Background: an optimization exercise with open tools, aiming at small area and a short achievable clock period. Do not read the settings as production practice. Where RTL was checked, it was by simulation tests only, not by an equivalence proof against the original. Power is estimated from default activity; no workload was simulated.

==> flow/design.v (excerpt) <==
module pipelined_div #(
   parameter int unsigned N = 16,
   parameter int unsigned D = 16
) (
   input  logic         clk,
   input  logic         rst,
   input  logic         ce,
   input  logic         in_valid,
   input  logic [N-1:0] dividend,
   input  logic [D-1:0] divisor,
   output logic         out_valid,
   output logic [N-1:0] quotient,
   output logic [D-1:0] remainder
);
export LEC_CHECK = 0
export ABC_AREA = 1
export CAP_MARGIN = 20
export CORE_MARGIN = 2
export CORE_UTILIZATION = 40
export SETUP_SLACK_MARGIN = 2.2
export SLEW_MARGIN = 20
create_clock -name core_clock -period 4.0 [get_ports {clk}]
run.sh (not shown) runs the stock make flow with config.mk's settings and CLKGATE_MAP_FILE= SYNTH_SCRIPT=/design/flow/synth_recipe.tcl, a recipe that flattens the netlist after the stock synthesis.
==> next run, changes <==
--- a/flow/config.mk
+++ b/flow/config.mk
@@ -12 +12 @@
-export SETUP_SLACK_MARGIN = 2.2
+export SETUP_SLACK_MARGIN = 1.8
Outcome: The new run completed with no timing, DRC or antenna violations. Die area does not change. Total power decreases by 2.1%. Critical path depth increases by 1. Setup slack loses 0.0059 ns. Worst hold slack loses 0.0091 ns. Wire length decreases by 12%.
No functional check of the RTL was part of any run of this note.


Another version of the RTL of pipelined_div (not shown whole).
Size in the first run: about 2500 cells after synthesis, about 69 I/O pins, roughly 29000 µm² of cells after synthesis.
make LEC_CHECK=0 ABC_AREA=1 CAP_MARGIN=20 CORE_MARGIN=2 CORE_UTILIZATION=40 CTS_BUF_LIST=sky130_fd_sc_hd__clkbuf_16 CTS_CLUSTER_DIAMETER=100 CTS_CLUSTER_SIZE=25 SETUP_SLACK_MARGIN=1.8 SLEW_MARGIN=20 finish   # period 4.0 ns
Edit:
--- a/flow/config.mk
+++ b/flow/config.mk
@@ -12,3 +12,2 @@
-export CTS_BUF_LIST = sky130_fd_sc_hd__clkbuf_16
-export CTS_CLUSTER_DIAMETER = 100
-export CTS_CLUSTER_SIZE = 25
+export CTS_BUF_LIST = sky130_fd_sc_hd__clkbuf_4 sky130_fd_sc_hd__clkbuf_8
+export CTS_CLUSTER_SIZE = 30
Outcome:
- clock-buffer cell count goes up by 117
- synthesized cell count is unchanged
- fmax goes up by 0.45%
- worst setup slack improved by 9.6 ps
- first-iteration DRC count goes down by 11%
- power goes up by 14%
- routed wire length goes up by 2.9%
No run of this note included a check of the RTL's function; only the layout flow was run.


Setup of lane 1:
Another version of the RTL of pipelined_div (not shown whole).
Size: about 2100 cells after synthesis, roughly 69 I/O pins, roughly 27000 sq um of cells after synthesis.
clock: 4.0 ns
lec_check: 0
abc_area: 1
cap_margin: 20
core_margin: 2
core_utilization: 55
cts_buf_list: sky130_fd_sc_hd__clkbuf_16
cts_cluster_diameter: 100
cts_cluster_size: 30
place_density: 0.7
setup_slack_margin: 1.8
slew_margin: 20
standard.sh (not shown) runs the stock make flow with config.mk's settings and CLKGATE_MAP_FILE= SYNTH_SCRIPT=/design/flow/synth_recipe.tcl, a recipe that flattens the netlist after the stock synthesis.
==> flow/flow/run.sh <==
#!/bin/bash
# The standard layout, with plain buffers (not delay cells) on the ports.
set -euo pipefail
export BUFFER_PORTS_ARGS="-buffer_cell sky130_fd_sc_hd__buf_2"
bash standard.sh > standard.log 2>&1
Lane 1 completed every stage of the flow, and the final layout passed the timing, DRC and antenna checks.
Edits applied to the flow inputs when going from lane 1 to lane 2:
--- a/flow/config.mk
+++ b/flow/config.mk
@@ -11 +11 @@
-export CORE_UTILIZATION = 55
+export CORE_UTILIZATION = 60
@@ -14,2 +14,2 @@
-export CTS_CLUSTER_SIZE = 30
-export PLACE_DENSITY = 0.7
+export CTS_CLUSTER_SIZE = 25
+export PLACE_DENSITY = 0.72
Results
From lane 1 to lane 2 the numbers moved as follows: setup clock skew after layout has remained practically unchanged; xor/xnor share of the synthesized area has remained practically unchanged; ratio of cells with drive above 1 in the final layout has decreased; core utilization has increased.
Relative to lane 1, the final-layout worst hold slack of lane 2 is lower by 0.017 ns.
Between lane 2 and lane 1, the clock-buffer cell count is lower for lane 1.


== old ==
Another version of the RTL of pipelined_div (not shown whole).
Size in the first run: about 69 I/O pins.
Settings: LEC_CHECK=0, CAP_MARGIN=20, CORE_MARGIN=2, CORE_UTILIZATION=40, SETUP_SLACK_MARGIN=1.5, SLEW_MARGIN=20; clock period 4.0 ns.
run.sh (not shown) runs the stock make flow with config.mk's settings and CLKGATE_MAP_FILE= SYNTH_SCRIPT=/design/flow/synth_recipe.tcl, a recipe that flattens the netlist after the stock synthesis.
Stock flow here: none of the scripts above is used.
old: full flow OK, the timing, DRC and antenna checks passed
Here is what was changed in the inputs of new compared with old.
- SETUP_SLACK_MARGIN changed from 1.5 to 2.2
Compared with old, new degrades post-route worst setup slack.
new | stages: all done | timing, DRC, antenna: all pass
Between old and new, transition at the pin with the smallest max-transition slack is higher for old, new comes in under that.
First-pass GRT wire length grows by a few percent when moving from old to new.
First-iteration DRC count sits lower in new than in old.
Between new and old, the count of placed standard cells including taps does not differ in any meaningful way.
Re combinational power: old and new aren't equal, and the higher value belongs to new.
No functional check of the RTL was part of any run of this note.


pipelined_div, a different RTL version from the one above (not shown whole).
Size in the first run: about 2,500 cells after synthesis, ~680 flip-flops.
==> flow/config.mk <==
export PLATFORM = sky130hd
export DESIGN_NAME = pipelined_div
export DESIGN_NICKNAME = pipelined_div
export VERILOG_FILES = /design/flow/design.v
export SDC_FILE = /design/flow/constraint.sdc
export NUM_CORES = 4
export LEC_CHECK = 0
export ABC_AREA = 1
export CAP_MARGIN = 20
export CORE_MARGIN = 2
export CORE_UTILIZATION = 55
export CTS_BUF_LIST = sky130_fd_sc_hd__clkbuf_16
export CTS_CLUSTER_DIAMETER = 100
export CTS_CLUSTER_SIZE = 25
export PLACE_DENSITY = 0.7
export SETUP_SLACK_MARGIN = 1.6
export SLEW_MARGIN = 20
==> flow/constraint.sdc <==
create_clock -name core_clock -period 4.0 [get_ports {clk}]
set_input_delay 0.8000 -clock core_clock [delete_from_list [all_inputs] [get_ports {clk}]]
set_output_delay 0.8000 -clock core_clock [all_outputs]
set_load 0.01 [all_outputs]
standard.sh (not shown) runs the stock make flow with config.mk's settings and CLKGATE_MAP_FILE= SYNTH_SCRIPT=/design/flow/synth_recipe.tcl, a recipe that flattens the netlist after the stock synthesis.
Scripts as last shown in full above: flow/flow/run.sh
Then changed:
==> flow/flow/run.sh (replaced) <==
#!/bin/bash
# The standard layout, with plain buffers (not delay cells) on the ports and no dummy clock loads.
set -euo pipefail
export BUFFER_PORTS_ARGS="-buffer_cell sky130_fd_sc_hd__buf_2"
export CTS_ARGS="-sink_clustering_enable -repair_clock_nets -sink_clustering_size 25 -sink_clustering_max_diameter 100 -buf_list sky130_fd_sc_hd__clkbuf_16 -dont_use_dummy_load"
bash standard.sh > standard.log 2>&1
--- a/flow/config.mk
+++ b/flow/config.mk
@@ -15,3 +15,3 @@
 export PLACE_DENSITY = 0.7
-export SETUP_SLACK_MARGIN = 1.6
+export SETUP_SLACK_MARGIN = 1.8
 export SLEW_MARGIN = 20
Cell count falls by 0.37%.
Worst hold slack is worse by 0.0042 ns.
Core utilization rises by 0.20 points.
Setup slack is better by 0.13 ns.
Wire length rises by 0.53%.
Clock-buffer cell count stays the same.
Die area is unchanged.
Cell area rises by 0.33%.
Maximum frequency rises by 6.3%.
Critical path depth rises by 7.
Then changed:
==> flow/flow/run.sh (replaced) <==
#!/bin/bash
# The standard layout, with plain buffers (not delay cells) on the ports.
set -euo pipefail
export BUFFER_PORTS_ARGS="-buffer_cell sky130_fd_sc_hd__buf_2"
bash standard.sh > standard.log 2>&1
--- a/flow/config.mk
+++ b/flow/config.mk
@@ -10,3 +10,3 @@
 export CORE_MARGIN = 2
-export CORE_UTILIZATION = 55
+export CORE_UTILIZATION = 40
 export CTS_BUF_LIST = sky130_fd_sc_hd__clkbuf_16
@@ -14,4 +14,3 @@
 export CTS_CLUSTER_SIZE = 25
-export PLACE_DENSITY = 0.7
-export SETUP_SLACK_MARGIN = 1.8
+export SETUP_SLACK_MARGIN = 2.2
 export SLEW_MARGIN = 20
What happened: Count of clock-buffer cells in the layout went up by 4. Combinational power went up by 62%. Wire length went up by 24%. Core utilization went down by 7.7 points. Total power went up by 11%. Register-to-register slack improved by 0.09 ns. Worst hold slack improved by 0.024 ns. Worst setup slack improved by 0.085 ns. Cell area went up by 19%. Non-clock buffer count went up by 365. First-iteration DRC count went up by 5.2%.


Setup of red:
Another version of the RTL of pipelined_div (not shown whole).
For scale: ~2100 cells after synthesis, about 69 I/O pins.
==> flow/config.mk <==
export PLATFORM = sky130hd
export DESIGN_NAME = pipelined_div
export DESIGN_NICKNAME = pipelined_div
export VERILOG_FILES = /design/flow/design.v
export SDC_FILE = /design/flow/constraint.sdc
export NUM_CORES = 4
export LEC_CHECK = 0
export ABC_AREA = 1
export CAP_MARGIN = 20
export CORE_MARGIN = 2
export CORE_UTILIZATION = 55
export CTS_BUF_LIST = sky130_fd_sc_hd__clkbuf_16
export CTS_CLUSTER_DIAMETER = 100
export CTS_CLUSTER_SIZE = 25
export PLACE_DENSITY = 0.7
export SETUP_SLACK_MARGIN = 1.7
export SLEW_MARGIN = 20
==> flow/constraint.sdc <==
create_clock -name core_clock -period 4.0 [get_ports {clk}]
set_input_delay 0.8000 -clock core_clock [delete_from_list [all_inputs] [get_ports {clk}]]
set_output_delay 0.8000 -clock core_clock [all_outputs]
set_load 0.01 [all_outputs]
==> flow/flow/run.sh <==
#!/bin/bash
# The standard layout, with plain buffers (not delay cells) on the ports.
set -euo pipefail
export BUFFER_PORTS_ARGS="-buffer_cell sky130_fd_sc_hd__buf_2"
bash standard.sh > standard.log 2>&1
In summary, red completed successfully, with a layout that passed the timing, DRC and antenna checks.
Relative to red, the following input files were edited for blue:
- SETUP_SLACK_MARGIN now 1.8, was 1.7
Results
Utilization: blue higher than red
Diff red -> blue: arrival time of data at the critical path endpoint down 0.30 ns; area occupied by multi-input gates went up 230 µm²; power density relative to cell area fell by about 0.9%; post-route total power now larger; clock power barely changed.
What green does differently from blue at the input level:
- SETUP_SLACK_MARGIN: 1.8 -> 2.0
Notes after the runs:
- Per the comparison of green with blue, utilization went up, worst path setup slack after routing picked up an extra 0.014 ns.
- Compared with blue, total power in green increased by a few percent.
- End point of the critical path = g_stage[14].rem_q[11]$_DFFE_PP_: blue; end point of the critical path = g_stage[15].rem_q[1]$_SDFFE_PN0P_: green
- Compared with blue, in green overall routing resource usage increased 0.83 points; number of vias per cell after detailed routing rose by about 0.35%.
Changes in orange relative to green:
- swapping 2.0 for 1.9 in SETUP_SLACK_MARGIN
orange vs. green: headroom to the max-slew limit went down by 3.0 points.
Going from green to orange, final cell count lost 97; number of gates on the worst path with buffers counted picked up an extra 2; layout overhead on the synthesized area lost 4.8 points.
orange ran to completion and came out clean on the timing, DRC and antenna checks.
No functional check of the RTL was part of any run of this note.

-- what the ideal ports hide --
The flow's constraints put no driver on any port. The routed layouts listed below were extracted and timed again, unchanged, in two steps.
Step 1 sets driving cells, clkbuf_16 on the clock port and buf_2 on the other inputs (assumed; they add their load-dependent delay and slew).
Step 2 also shifts input and output timing later by t, the mid clock arrival at the registers, as if the neighbouring blocks saw the same clock.
Slacks: ideal / step 1 / step 2; pairs: ideal / step 1.
run | shift t [ns] | setup WS [ns] | slew at the worst register clock pin (ns) | worst data-port slew with drivers (ns)
the first run of note 1 | 0.673 | 1.789 / 1.789 / 1.642 | 0.07 / 0.07 | 0.05
the second run of note 1 | 0.671 | 1.783 / 1.783 / 1.646 | 0.06 / 0.06 | 0.05
the first run of note 2 | 0.640 | 1.855 / 1.852 / 1.630 | 0.10 / 0.10 | 0.08
the second run of note 2 | 0.756 | 1.864 / 1.841 / 1.606 | 0.06 / 0.06 | 0.08
lane 1 | 0.635 | 1.895 / 1.895 / 1.376 | 0.12 / 0.12 | 0.05
lane 2 | 0.659 | 1.894 / 1.894 / 1.611 | 0.11 / 0.11 | 0.05
old | 0.649 | 1.080 / 1.080 / 1.080 | 0.06 / 0.06 | 0.05
new | 0.651 | 1.066 / 1.066 / 1.066 | 0.06 / 0.06 | 0.06
the first run of note 5 | 0.673 | 1.787 / 1.787 / 1.570 | 0.10 / 0.10 | 0.05
the second run of note 5 | 0.665 | 1.918 / 1.918 / 1.542 | 0.11 / 0.11 | 0.05
the third run of note 5 | 0.636 | 2.003 / 2.003 / 1.640 | 0.10 / 0.10 | 0.06
red | 0.645 | 1.787 / 1.787 / 1.395 | 0.10 / 0.10 | 0.05
blue | 0.645 | 1.898 / 1.898 / 1.373 | 0.10 / 0.10 | 0.05
green | 0.647 | 1.911 / 1.911 / 1.454 | 0.10 / 0.10 | 0.05
orange | 0.645 | 1.917 / 1.917 / 1.373 | 0.10 / 0.10 | 0.05
After both steps every run listed still meets setup and hold. The setup slack of orange, which loses most, moves by 0.000 ns with the drivers and by -0.544 ns with both steps.
